What follows belongs to an exercise in optimizing a design on an open flow for small area, a short achievable clock period and few clock cycles; a production flow would make more cautious choices.
At most, simulation tests tie the RTL to the original design; equivalence was not proved.
Power figures rest on the tool's default switching activity, not on a simulated workload.

==> module cihp_front, before the edit <==
module cihp_front (
   input  logic                         clock,
   input  logic                         reset,
   input  logic                         in_valid,
   input  logic [cihp_pkg::BYTE_W-1:0]  byte_in,
   input  logic                         final_byte,
   input  logic                         res_free,    
   input  logic                         res_pend,    
   output logic                         step,        
   output logic                         res_new,     
   output logic [1:0]                   res_kind,
   output logic [1:0]                   res_ecode,
   output logic                         res_done,
   output logic                         res_two,
   output logic [cihp_pkg::MAJOR_W-1:0] major,       
   output logic [cihp_pkg::VALUE_W-1:0] value
);
   logic [1:0]                     phase_ff, phase_in;
   logic [cihp_pkg::MAJOR_W-1:0]   major_ff, major_in;
   logic [cihp_pkg::VALUE_W-1:0]   xn_ff;
   logic [cihp_pkg::VALUE_W-1:0]   x, x_in;
   logic [cihp_pkg::INFO_W-1:0]    info;
   logic                           info_imm, info_ext;
   logic [cihp_pkg::VALUE_W-1:0]   shifted;
   logic [cihp_pkg::VALUE_W-1:0]   marker;
   logic                           need_pay;
   logic                           ext_last;
   logic                           pay_last;
   logic                           str_major;
   assign x     = ~xn_ff;
   assign value = x;
   assign major = major_ff;
   always_comb begin
      info      = byte_in[cihp_pkg::INFO_W-1:0];
      info_imm  = (info < 5'd24);
      info_ext  = !info_imm && (info <= 5'd27);
      shifted   = {x[cihp_pkg::VALUE_W-cihp_pkg::BYTE_W-1:0], byte_in};
      marker     = '0;
      marker[56] = (info[1:0] == 2'd0);
      marker[48] = (info[1:0] == 2'd1);
      marker[32] = (info[1:0] == 2'd2);
      marker[0]  = (info[1:0] == 2'd3);
      ext_last  = x[cihp_pkg::VALUE_W-cihp_pkg::BYTE_W];
      pay_last  = (x == cihp_pkg::VALUE_W'(1));
      phase_in    = phase_ff;
      major_in    = major_ff;
      x_in        = x;
      res_new     = 1'b0;
      res_kind    = cihp_pkg::KIND_HEAD;
      res_ecode   = cihp_pkg::ERR_BAD_INFO;
      res_done    = 1'b0;
      res_two     = 1'b0;
      str_major   = (major_ff == cihp_pkg::MAJ_BYTES) || (major_ff == cihp_pkg::MAJ_TEXT);
      need_pay    = 1'b0;
      case (phase_ff)
         cihp_pkg::PH_IDLE: begin
            major_in    = byte_in[cihp_pkg::BYTE_W-1:cihp_pkg::INFO_W];
            str_major   = (major_in == cihp_pkg::MAJ_BYTES) || (major_in == cihp_pkg::MAJ_TEXT);
            x_in        = info_imm ? cihp_pkg::VALUE_W'(info) : marker;
            if (info_imm) begin
               need_pay = str_major && (info != '0);
               res_new  = 1'b1;
               res_done = !need_pay;
               res_two  = need_pay && final_byte;
               phase_in = (need_pay && !final_byte) ? cihp_pkg::PH_PAYLOAD : cihp_pkg::PH_IDLE;
            end else if (info_ext) begin
               res_new   = final_byte;
               res_kind  = cihp_pkg::KIND_ERROR;
               res_ecode = cihp_pkg::ERR_HEAD_TRUNC;
               phase_in  = final_byte ? cihp_pkg::PH_IDLE : cihp_pkg::PH_EXT;
            end else begin
               res_new   = 1'b1;
               res_kind  = cihp_pkg::KIND_ERROR;
               res_ecode = cihp_pkg::ERR_BAD_INFO;
               phase_in  = final_byte ? cihp_pkg::PH_IDLE : cihp_pkg::PH_DROP;
            end
         end
         cihp_pkg::PH_EXT: begin
            x_in = shifted;
            if (ext_last) begin
               need_pay = str_major && (shifted != '0);
               res_new  = 1'b1;
               res_done = !need_pay;
               res_two  = need_pay && final_byte;
               phase_in = (need_pay && !final_byte) ? cihp_pkg::PH_PAYLOAD : cihp_pkg::PH_IDLE;
            end else begin
               res_new   = final_byte;
               res_kind  = cihp_pkg::KIND_ERROR;
               res_ecode = cihp_pkg::ERR_HEAD_TRUNC;
               phase_in  = final_byte ? cihp_pkg::PH_IDLE : cihp_pkg::PH_EXT;
            end
         end
         cihp_pkg::PH_PAYLOAD: begin
            x_in     = x - cihp_pkg::VALUE_W'(1);
            res_new  = 1'b1;
            res_kind = cihp_pkg::KIND_PAYLOAD;
            res_done = pay_last;
            res_two  = !pay_last && final_byte;
            phase_in = (pay_last || final_byte) ? cihp_pkg::PH_IDLE : cihp_pkg::PH_PAYLOAD;
         end
         default: begin
            phase_in = final_byte ? cihp_pkg::PH_IDLE : cihp_pkg::PH_DROP;
         end
      endcase
      step = in_valid && res_free && !res_pend;
   end
   always_ff @(posedge clock) begin
      if (reset) begin
         phase_ff <= cihp_pkg::PH_IDLE;
      end else if (step) begin
         phase_ff <= phase_in;
      end
   end
   always_ff @(posedge clock) begin
      if (step) begin
         major_ff <= major_in;
         xn_ff    <= ~x_in;
      end
   end
endmodule
==> module cihp_back, before the edit <==
module cihp_back (
   input  logic                           clock,
   input  logic                           reset,
   input  logic                           step,
   input  logic                           res_new,
   input  logic [1:0]                     res_kind,
   input  logic [1:0]                     res_ecode,
   input  logic                           res_done,
   input  logic                           res_two,
   input  logic [cihp_pkg::MAJOR_W-1:0]   major,
   input  logic [cihp_pkg::BYTE_W-1:0]    res_byte,
   input  logic [cihp_pkg::VALUE_W-1:0]   value,
   output logic                           res_free,
   output logic                           res_pend,
   output logic                           rsp_empty,
   input  logic                           rsp_pop,
   output logic [1:0]                     rsp_kind,
   output logic [cihp_pkg::MAJOR_W-1:0]   rsp_major_type,
   output logic [cihp_pkg::VALUE_W-1:0]   rsp_head_value,
   output logic [cihp_pkg::BYTE_W-1:0]    rsp_payload_byte,
   output logic [1:0]                     rsp_error_code,
   output logic                           rsp_item_done,
   output logic                           rsp_run_end
);
   logic                         valid_ff, pend_ff;
   logic [1:0]                   kind_ff, ecode_ff;
   logic                         done_ff;
   logic [cihp_pkg::BYTE_W-1:0]  pbyte_ff;
   assign res_free = !valid_ff || rsp_pop;
   assign res_pend = pend_ff;
   always_ff @(posedge clock) begin
      if (reset) begin
         valid_ff <= 1'b0;
         pend_ff  <= 1'b0;
      end else if (res_free) begin
         if (pend_ff) begin
            valid_ff <= 1'b1;
            pend_ff  <= 1'b0;
         end else begin
            valid_ff <= step && res_new;
            pend_ff  <= step && res_new && res_two;
         end
      end
   end
   always_ff @(posedge clock) begin
      if (res_free) begin
         if (pend_ff) begin
            kind_ff  <= cihp_pkg::KIND_ERROR;
            ecode_ff <= cihp_pkg::ERR_PAY_TRUNC;
            done_ff  <= 1'b0;
            pbyte_ff <= '0;
         end else begin
            kind_ff  <= res_kind;
            ecode_ff <= res_ecode;
            done_ff  <= res_done;
            pbyte_ff <= (res_kind == cihp_pkg::KIND_PAYLOAD) ? res_byte : '0;
         end
      end
   end
   assign rsp_empty        = !valid_ff;
   assign rsp_kind         = kind_ff;
   assign rsp_major_type   = major;
   assign rsp_head_value   = (kind_ff == cihp_pkg::KIND_HEAD) ? value : '0;
   assign rsp_payload_byte = pbyte_ff;
   assign rsp_error_code   = ecode_ff;
   assign rsp_item_done    = done_ff;
   assign rsp_run_end      = !pend_ff;
endmodule
==> flow/config.mk <==
export PLATFORM = sky130hd
export DESIGN_NAME = cbor_item_head_parser_top
export DESIGN_NICKNAME = cbor_item_head_parser_top
export VERILOG_FILES = /design/flow/design.v
export SDC_FILE = /design/flow/constraint.sdc
export NUM_CORES = 4
export LEC_CHECK = 0
export CAP_MARGIN = 20
export CORE_MARGIN = 2
export CORE_UTILIZATION = 65
export CTS_BUF_LIST = sky130_fd_sc_hd__clkbuf_8
export SETUP_SLACK_MARGIN = 1.8
export SLEW_MARGIN = 20
==> flow/constraint.sdc <==
create_clock -name core_clock -period 4.0 [get_ports {clock}]
set_input_delay 0.8000 -clock core_clock [delete_from_list [all_inputs] [get_ports {clock}]]
set_output_delay 0.8000 -clock core_clock [all_outputs]
set_load 0.01 [all_outputs]
standard.sh (not shown) runs the stock make flow with config.mk's settings and CLKGATE_MAP_FILE= SYNTH_SCRIPT=/design/flow/synth_recipe.tcl, a recipe that flattens the netlist after the stock synthesis.
==> flow/flow/run.sh <==
#!/bin/bash
# The standard layout, with plain buf_1 cells as the port buffers instead of
# the default delay cells. Each tool's output is kept in flow_standard.log.
set -euo pipefail
bash standard.sh BUFFER_PORTS_ARGS="-buffer_cell sky130_fd_sc_hd__buf_1" finish > flow_standard.log 2>&1
Testbench counts at the start, summed over its fixed seeds: cycles 24,277.
Rerun with:
--- a/flow/design.v
+++ b/flow/design.v
@@ -59,11 +59,14 @@
       marker[32] = (info[1:0] == 2'd2);
       marker[0]  = (info[1:0] == 2'd3);
       ext_last  = x[cihp_pkg::VALUE_W-cihp_pkg::BYTE_W];
       pay_last  = (x == cihp_pkg::VALUE_W'(1));
+      x_in = ({cihp_pkg::VALUE_W{phase_ff[0]}} & shifted)
+           | ({cihp_pkg::VALUE_W{phase_ff[1]}} & (x - cihp_pkg::VALUE_W'(1)))
+           | ({cihp_pkg::VALUE_W{phase_ff == cihp_pkg::PH_IDLE}}
+              & (info_imm ? cihp_pkg::VALUE_W'(info) : marker));
       phase_in    = phase_ff;
       major_in    = major_ff;
-      x_in        = x;
       res_new     = 1'b0;
       res_kind    = cihp_pkg::KIND_HEAD;
       res_ecode   = cihp_pkg::ERR_BAD_INFO;
       res_done    = 1'b0;
@@ -73,9 +76,8 @@
       case (phase_ff)
          cihp_pkg::PH_IDLE: begin
             major_in    = byte_in[cihp_pkg::BYTE_W-1:cihp_pkg::INFO_W];
             str_major   = (major_in == cihp_pkg::MAJ_BYTES) || (major_in == cihp_pkg::MAJ_TEXT);
-            x_in        = info_imm ? cihp_pkg::VALUE_W'(info) : marker;
             if (info_imm) begin
                need_pay = str_major && (info != '0);
                res_new  = 1'b1;
                res_done = !need_pay;
@@ -93,9 +95,8 @@
                phase_in  = final_byte ? cihp_pkg::PH_IDLE : cihp_pkg::PH_DROP;
             end
          end
          cihp_pkg::PH_EXT: begin
-            x_in = shifted;
             if (ext_last) begin
                need_pay = str_major && (shifted != '0);
                res_new  = 1'b1;
                res_done = !need_pay;
@@ -108,9 +109,8 @@
                phase_in  = final_byte ? cihp_pkg::PH_IDLE : cihp_pkg::PH_EXT;
             end
          end
          cihp_pkg::PH_PAYLOAD: begin
-            x_in     = x - cihp_pkg::VALUE_W'(1);
             res_new  = 1'b1;
             res_kind = cihp_pkg::KIND_PAYLOAD;
             res_done = pay_last;
             res_two  = !pay_last && final_byte;
@@ -160,9 +160,10 @@
    output logic                           rsp_item_done,
    output logic                           rsp_run_end
 );
    logic                         valid_ff, pend_ff;
-   logic [1:0]                   kind_ff, ecode_ff;
+   logic                         nhead_ff, err_ff;    
+   logic [1:0]                   ecode_ff;
    logic                         done_ff;
    logic [cihp_pkg::BYTE_W-1:0]  pbyte_ff;
    assign res_free = !valid_ff || rsp_pop;
    assign res_pend = pend_ff;
@@ -182,24 +183,26 @@
    end
    always_ff @(posedge clock) begin
       if (res_free) begin
          if (pend_ff) begin
-            kind_ff  <= cihp_pkg::KIND_ERROR;
+            nhead_ff <= 1'b1;
+            err_ff   <= 1'b1;
             ecode_ff <= cihp_pkg::ERR_PAY_TRUNC;
             done_ff  <= 1'b0;
             pbyte_ff <= '0;
          end else begin
-            kind_ff  <= res_kind;
+            nhead_ff <= (res_kind != cihp_pkg::KIND_HEAD);
+            err_ff   <= (res_kind == cihp_pkg::KIND_ERROR);
             ecode_ff <= res_ecode;
             done_ff  <= res_done;
             pbyte_ff <= (res_kind == cihp_pkg::KIND_PAYLOAD) ? res_byte : '0;
          end
       end
    end
    assign rsp_empty        = !valid_ff;
-   assign rsp_kind         = kind_ff;
+   assign rsp_kind         = {err_ff, nhead_ff && !err_ff};
    assign rsp_major_type   = major;
-   assign rsp_head_value   = (kind_ff == cihp_pkg::KIND_HEAD) ? value : '0;
+   assign rsp_head_value   = nhead_ff ? '0 : value;
    assign rsp_payload_byte = pbyte_ff;
    assign rsp_error_code   = ecode_ff;
    assign rsp_item_done    = done_ff;
    assign rsp_run_end      = !pend_ff;
Outcome: First-iteration DRC count goes up by 20%; power came out lower by 8.4%; sequential power barely changes; worst setup slack got worse by 23 ps; fmax fell by 0.93%; sequential share of layout area goes down by 0.15 points; clock skew is about the same; count of clock-buffer cells in the layout does not change; wire length increases by 6.3%; die area goes up by 6.1%; register-to-register slack got worse by 200 ps; area after synthesis went up by 6.4%; sequential cell count does not change.
Function not checked in the second run of this note: the RTL went through the layout flow alone.

==> afterwards: timing with drivers on the ports <==
No port has a modelled driver above. Below, the same layouts with a new extraction and two added sets of constraints.
Step 1: set_driving_cell puts a clkbuf_16 on clock and a buf_2 on each other input, an assumption about the parent block.
Step 2 times the ports against the registers' clock, not the clock port: input delays grow and output delays shrink by t, the midpoint of the rising clock arrivals with the driver on.
Three values: ideal ports, drivers, drivers and shift; two values: the first two.
run	shift t [ns]	slack for setup (ns)	hold slack, ns
the first run	0.403	1.506 / 1.471 / 1.570	0.529 / 0.529 / 0.529
the second run	0.402	1.482 / 1.482 / 1.482	0.579 / 0.579 / 0.579
After both steps every run listed still meets setup and hold.
